Source: an optimization exercise on an open RTL-to-GDS flow (aim: small area, a short achievable clock period and few clock cycles). Production flows keep margins and buffers that such runs may drop. Function was checked by simulation only, so behaviour that the tests miss may differ from the original.

==> flow/design.v <==
package mac_pkg;
  localparam int unsigned MaxW = 128;
  typedef struct packed {
    logic round;
    logic sat;
  } mac_mode_t;
  typedef struct packed {
    logic            ovf;
    logic [MaxW-1:0] val;
  } mac_scaled_t;
  function automatic mac_scaled_t mac_scale(input logic signed [MaxW-1:0] s,
                                            input logic                   round,
                                            input logic                   sat,
                                            input int unsigned            scale,
                                            input int unsigned            out_w);
    logic signed [MaxW-1:0] t;
    logic signed [MaxW-1:0] r;
    logic signed [MaxW-1:0] hi;
    logic signed [MaxW-1:0] lo;
    mac_scaled_t            res;
    t = s;
    if (round && (scale != 0)) begin
      t = t + (MaxW'(1) << (scale - 1));
    end
    r  = t >>> scale;
    hi = (MaxW'(1) << (out_w - 1)) - MaxW'(1);
    lo = ~hi;
    res.ovf = (r > hi) || (r < lo);
    if (sat && (r > hi)) begin
      res.val = hi;
    end else if (sat && (r < lo)) begin
      res.val = lo;
    end else begin
      res.val = r;
    end
    mac_scale = res;
  endfunction
endpackage
module mac_lane
#(
  parameter int unsigned A_WIDTH   = 16,
  parameter int unsigned B_WIDTH   = 16,
  parameter int unsigned ACC_WIDTH = 48,
  parameter int unsigned OUT_WIDTH = 16,
  parameter int unsigned OUT_SCALE = 16,
  parameter int unsigned PIPE      = 2
) (
  input  logic                        clk_i,
  input  logic                        rst_ni,
  input  logic                        en_i,
  input  logic signed [A_WIDTH-1:0]   a_i,
  input  logic signed [B_WIDTH-1:0]   b_i,
  input  logic                        acc_en_i,
  input  logic                        last_i,
  input  mac_pkg::mac_mode_t                   mode_i,
  output logic        [OUT_WIDTH-1:0] res_o,
  output logic                        ovf_o
);
  localparam int unsigned PW = A_WIDTH + B_WIDTH;
  logic signed [A_WIDTH-1:0]   a_q;
  logic signed [B_WIDTH-1:0]   b_q;
  logic signed [PW-1:0]        prod_d [PIPE];
  logic signed [PW-1:0]        prod_q [PIPE];
  logic signed [ACC_WIDTH-1:0] acc_d, acc_q;
  logic signed [ACC_WIDTH-1:0] sum;
  logic        [OUT_WIDTH-1:0] res_d, res_q;
  logic                        ovf_d, ovf_q;
  mac_pkg::mac_scaled_t                 scaled;
  logic                        unused_hi;
  always_comb begin
    prod_d[0] = PW'(a_q) * PW'(b_q);
    for (int i = 1; i < PIPE; i++) begin
      prod_d[i] = prod_q[i-1];
    end
  end
  always_comb begin
    sum    = acc_q + ACC_WIDTH'(prod_q[PIPE-1]);
    scaled = mac_pkg::mac_scale(mac_pkg::MaxW'(sum), mode_i.round, mode_i.sat, OUT_SCALE, OUT_WIDTH);
    acc_d  = acc_q;
    res_d  = res_q;
    ovf_d  = ovf_q;
    if (acc_en_i) begin
      if (last_i) begin
        acc_d = '0;
        res_d = scaled.val[OUT_WIDTH-1:0];
        ovf_d = scaled.ovf;
      end else begin
        acc_d = sum;
      end
    end
  end
  assign unused_hi = ^scaled.val[mac_pkg::MaxW-1:OUT_WIDTH];
  always_ff @(posedge clk_i or negedge rst_ni) begin
    if (!rst_ni) begin
      a_q <= '0;
      b_q <= '0;
      for (int i = 0; i < PIPE; i++) begin
        prod_q[i] <= '0;
      end
    end else if (en_i) begin
      a_q    <= a_i;
      b_q    <= b_i;
      for (int i = 0; i < PIPE; i++) begin
        prod_q[i] <= prod_d[i];
      end
    end
  end
  always_ff @(posedge clk_i or negedge rst_ni) begin
    if (!rst_ni) begin
      acc_q <= '0;
      res_q <= '0;
      ovf_q <= 1'b0;
    end else begin
      acc_q <= acc_d;
      res_q <= res_d;
      ovf_q <= ovf_d;
    end
  end
  assign res_o = res_q;
  assign ovf_o = ovf_q;
endmodule
module mac_array
#(
  parameter int unsigned A_WIDTH   = 16,
  parameter int unsigned B_WIDTH   = 16,
  parameter int unsigned ACC_WIDTH = 48,
  parameter int unsigned OUT_WIDTH = 16,
  parameter int unsigned OUT_SCALE = 16,
  parameter int unsigned LANES     = 4,
  parameter int unsigned PIPE      = 2
) (
  input  logic                       clk,
  input  logic                       arst_n_in,
  input  logic                       in_valid,
  output logic                       in_ready,
  input  logic [LANES*A_WIDTH-1:0]   a_in,
  input  logic [LANES*B_WIDTH-1:0]   b_in,
  input  logic                       in_last,
  input  logic                       round_in,
  input  logic                       sat_in,
  output logic                       out_valid,
  input  logic                       out_ready,
  output logic [LANES*OUT_WIDTH-1:0] out,
  output logic [LANES-1:0]           out_ovf
);
  logic                  stall, en, fire, res_load;
  logic                  v0_d, v0_q;
  logic                  last0_d, last0_q;
  mac_pkg::mac_mode_t             mode0_d, mode0_q;
  logic      [PIPE-1:0]  vld_d, vld_q;
  logic      [PIPE-1:0]  last_d, last_q;
  logic [PIPE-1:0][1:0]  mode_d, mode_q;
  logic                  out_valid_d, out_valid_q;
  always_comb begin
    stall    = out_valid_q & ~out_ready;
    en       = ~stall;
    in_ready = en;
    fire     = vld_q[PIPE-1] & en;
    res_load = fire & last_q[PIPE-1];
  end
  always_comb begin
    v0_d         = in_valid;
    last0_d      = in_last;
    mode0_d.round = round_in;
    mode0_d.sat   = sat_in;
    vld_d[0]     = v0_q;
    last_d[0]    = last0_q;
    mode_d[0]    = mode0_q;
    for (int i = 1; i < PIPE; i++) begin
      vld_d[i]  = vld_q[i-1];
      last_d[i] = last_q[i-1];
      mode_d[i] = mode_q[i-1];
    end
    if (res_load) begin
      out_valid_d = 1'b1;
    end else if (out_ready) begin
      out_valid_d = 1'b0;
    end else begin
      out_valid_d = out_valid_q;
    end
  end
  always_ff @(posedge clk or negedge arst_n_in) begin
    if (!arst_n_in) begin
      v0_q        <= 1'b0;
      last0_q     <= 1'b0;
      mode0_q     <= '0;
      vld_q       <= '0;
      last_q      <= '0;
      mode_q      <= '0;
      out_valid_q <= 1'b0;
    end else begin
      if (en) begin
        v0_q    <= v0_d;
        last0_q <= last0_d;
        mode0_q <= mode0_d;
        vld_q   <= vld_d;
        last_q  <= last_d;
        mode_q  <= mode_d;
      end
      out_valid_q <= out_valid_d;
    end
  end
  assign out_valid = out_valid_q;
  for (genvar gi = 0; gi < LANES; gi++) begin : g_lane
    mac_lane #(
      .A_WIDTH  (A_WIDTH),
      .B_WIDTH  (B_WIDTH),
      .ACC_WIDTH(ACC_WIDTH),
      .OUT_WIDTH(OUT_WIDTH),
      .OUT_SCALE(OUT_SCALE),
      .PIPE     (PIPE)
    ) u_lane (
      .clk_i   (clk),
      .rst_ni  (arst_n_in),
      .en_i    (en),
      .a_i     (a_in[gi*A_WIDTH +: A_WIDTH]),
      .b_i     (b_in[gi*B_WIDTH +: B_WIDTH]),
      .acc_en_i(fire),
      .last_i  (last_q[PIPE-1]),
      .mode_i  (mode_q[PIPE-1]),
      .res_o   (out[gi*OUT_WIDTH +: OUT_WIDTH]),
      .ovf_o   (out_ovf[gi])
    );
  end
endmodule
==> flow/run.sh <==
#!/bin/bash
# synth_recipe.tcl (not shown) runs the flow's synth.tcl, then flattens the netlist and writes it again
# the make line also repeats each setting of config.mk as NAME=value (left out here)
make -C /OpenROAD-flow-scripts/flow DESIGN_CONFIG=/design/flow/config.mk WORK_HOME=/design/flow/orfs CLKGATE_MAP_FILE= SYNTH_SCRIPT=/design/flow/synth_recipe.tcl finish
==> flow/config.mk <==
export PLATFORM = sky130hd
export DESIGN_NAME = mac_array
export DESIGN_NICKNAME = mac_array
export VERILOG_FILES = /design/flow/design.v
export SDC_FILE = /design/flow/constraint.sdc
export NUM_CORES = 4
export LEC_CHECK = 0
export CAP_MARGIN = 20
export CORE_MARGIN = 2
export CORE_UTILIZATION = 40
export SLEW_MARGIN = 20
==> flow/constraint.sdc <==
create_clock -name core_clock -period 7.0 [get_ports {clk}]
set_input_delay 1.4000 -clock core_clock [delete_from_list [all_inputs] [get_ports {clk}]]
set_output_delay 1.4000 -clock core_clock [all_outputs]
set_load 0.01 [all_outputs]
==> flow_metrics.tcl <==
set metrics [dict create \
    rows 162 \
    worstMarginPinSlew_ns 1.24 \
    clockRootBuffer "clkbuf_16" \
    clk_path_buf_depth 3 \
    track_usage 0.212 \
    post-route-min-period_ns 6.81 \
    start_util 0.403 \
    worst_setup_path_start_kind "flop" \
    maxCapViolations 0 \
    die_area_mm2 0.200 \
    regToRegStartpoint "g_lane[1].u_lane.b_q[5]" \
    finalWirelength_mm 207 \
    grt_pass1_vias 64878 \
    synth_top_cell_by_area "fa_1" \
    wl_per_cell_um 17.5 \
    crit_type "flop to flop" \
    io-pin-count 205 \
    dpl-instance-area_mm2 0.0846 \
    post_synth.cell_area_avg_um2 8.78 \
    multi_input_area_mm2 0.0564 \
    max_freq_mhz 147 \
    finalHoldViolCount 0 \
    gr-total-overflow 0 \
    setup_violations 0 \
    hpwl_mm 163 \
    synth_common_cells "nand2_1 (1782), inv_1 (1234), fa_1 (1052)" \
    cp_max_fo 9 \
    synthCells 8947 \
    grt_pass1_wl_mm 344 \
    fin_crit_sh 0.973 \
    synth_edf_count 0 \
    fin_ws_ns 0.190 \
    grt_max_degree 221 \
    clock_skew_ns 0.0470 \
    core-area_mm2 0.195 \
    fillers 19150 \
    io_buffers 204 \
    ys_warn_count 4 \
    cts-buffers-inserted 82 \
    async_flop_share 1.00 \
    placed_cells 11653 \
    synth_cell_types 116 \
    antenna_found_initial 0 \
    ys_seq_elements 657 \
    area_growth_pct 12.3 \
    final_nets 10852 \
    die_y_um 447 \
    relSlewSlack 0.171 \
    final_cells 11837 \
    cts_tree "done" \
    hold_slack_ns 0.458 \
    yosysSeqAreaShare 0.209 \
    yosysTopAreaCellShare 0.268 \
    regArea_mm2 0.0165 \
    finalMaxSlewViolations 0 \
    cts-hold-fix-buffers 0 \
    min_from "g_lane[2].u_lane.prod_q[0][15]" \
    clock-sinks 657 \
    clk_pin_slew_ns 0.07 \
    crit_path_start "g_lane[1].u_lane.b_q[5]" \
    vias_per_cell 5.23 \
    cp.required_ns 7.52 \
    ys.flop_type "dfrtp_1" \
    path_common_cell "fa_1" \
    hold_class "flop to flop" \
    gp_congestion 0.925 \
    syn_nets 10654 \
    arrival_ns 7.33 \
    drc_errors 0 \
    cp-end-kind "flop" \
    die_width_um 447 \
    htree_levels 3 \
    yosysMostFrequentCell "nand2_1" \
    slowest_delay_ns 0.53 \
    status "finished clean" \
    finish.instance_area_mm2 0.0883 \
    clkLatencyLatePin_ns 0.73 \
    synth.area.top_cells "fa_1 (27%), dfrtp_1 (21%), nand2_1 (8.5%)" \
    vias 61896 \
    synth_area_mm2 0.0786 \
    pre_cts_slack_ns -0.0651 \
    drtAntennaViolNets 0 \
    cpMaxStageDelayCell "fa_1" \
    drt_first_pass_iters 5 \
    drive_above_1_share 0.0734 \
    drt-initial-drc-count 4009 \
]
[per-layer routing]
metal  routed length (um)  part of all wire  GRT usage
met5                    0                 0          0
met2                99700              0.48      0.360
met4                 6460             0.031     0.0644
met1                92600              0.45      0.285
met3                 8570             0.041     0.0229
[layout make-up]
cell class | count | share of cell area
tap | 2624 | 0.0372
sequential | 657 | 0.187
inverter | 1235 | 0.0526
antenna | 1 | 0.0000283
clock inverter | 46 | 0.00723
clock buffer | 105 | 0.0258
timing repair buffer | 507 | 0.0520
multi-input combinational | 6662 | 0.638
[registers in the layout (all words and copies together) (netlist names)]
name / cells
g_lane.u_lane.prod_q: 256
g_lane.u_lane.acc_q: 192
g_lane.u_lane.a_q: 64
g_lane.u_lane.b_q: 64
g_lane.u_lane.res_q: 64
g_lane.u_lane.ovf_q: 4
mode_q: 4
last_q: 2
mode0_q: 2
vld_q: 2
last0_q: 1
out_valid_q: 1
v0_q: 1
[through the flow]
stage	setup TNS, ns	utilization
after floorplan	0	-
after global placement	0	0.434
after detailed placement	-0.0836	0.434
after CTS	-0.0742	0.449
after global routing	-0.0480	0.453
final	0	0.453
[cells by family (layout without fill, tap and decap cells)]
logic type / Yosys count / after routing / synth area share
mux: 21 / 21 / 0.00275
simple gates: 3276 / 3276 / 0.193
other cells: 0 / 1 / 0
compound gates: 1446 / 1446 / 0.126
fa+ha+maj: 1572 / 1572 / 0.351
flops: 657 / 657 / 0.209
xor+xnor: 347 / 347 / 0.0392
buf+inv: 1628 / 1893 / 0.0786
[final timing paths]
check	to	slack, ns	cells after the start
setup / recovery	g_lane[1].u_lane.prod_q[0][30]	0.19	27
min in group asynchronous	g_lane[0].u_lane.acc_q[0]	0.70	1
setup reg to reg	g_lane[1].u_lane.prod_q[0][30]	0.19	27
hold reg to reg	g_lane[2].u_lane.prod_q[1][15]	0.46	2
hold / removal	g_lane[2].u_lane.prod_q[1][15]	0.46	2
max in group asynchronous	g_lane[3].u_lane.a_q[5]	4.65	2
[layout by cell type, fill, tap and decap left out, types with 45 or more instances in the layout]
master           count
nand2_1           1778
inv_1             1231
fa_1              1049
dfrtp_1            619
ha_1               508
and2_1             457
nor2_1             358
a21oi_1            299
o21ai_0            278
buf_4              269
xnor2_1            224
clkdlybuf4s50_1    203
a21o_1             185
nand3_1            126
xor2_1             119
nor3_1             104
nand2b_1            88
a22o_1              84
clkbuf_16           82
and3_1              65
a211oi_1            57
o21bai_1            54
nand4_1             53
o211ai_1            45
[repair_timing]
| action | 4_1_cts | 5_1_grt |
|---|---|---|
| resized for setup | 5 | 133 |
| pin swaps | 0 | 48 |
| setup endpoints to repair | 2 | 23 |
| setup buffers | 0 | 32 |
[worst max-delay path, delay by kind of cell (launching register included)]
| kind | cells | cell delay, ns |
|---|---|---|
| buf+inv | 8 | 0.77 |
| xor+xnor | 1 | 0.17 |
| compound gates | 7 | 1.20 |
| simple gates | 4 | 0.82 |
| fa+ha+maj | 7 | 3.22 |
| flops | 1 | 0.42 |
Testbench counts, summed over its fixed seeds: cycles 20,652.

## port drivers added, routing unchanged
The results above use ideal ports. As a check the final layout listed here was re-extracted and re-timed, cells and wires unchanged. Step 1 sets driving cells, clkbuf_16 on the clock port and buf_2 on the other inputs (assumed; they add their load-dependent delay and slew). Step 2 moves the port delays by t, midway between the first and last clock arrival at a register: inputs arrive t later, outputs are due t later. That takes back most of the time a late clock gives input paths. Three values: ideal, step 1, step 2; two values: the first two.
t (ns): 0.790
setup WS [ns]: 0.190 / 0.190 / 0.190
slew at the worst register clock pin (ns): 0.07 / 0.07
worst data-port slew with drivers (ns): 0.14
After both steps setup and hold are still met in this run. The setup slack of this run moves by 0.000 ns with the drivers and by 0.000 ns with both steps.
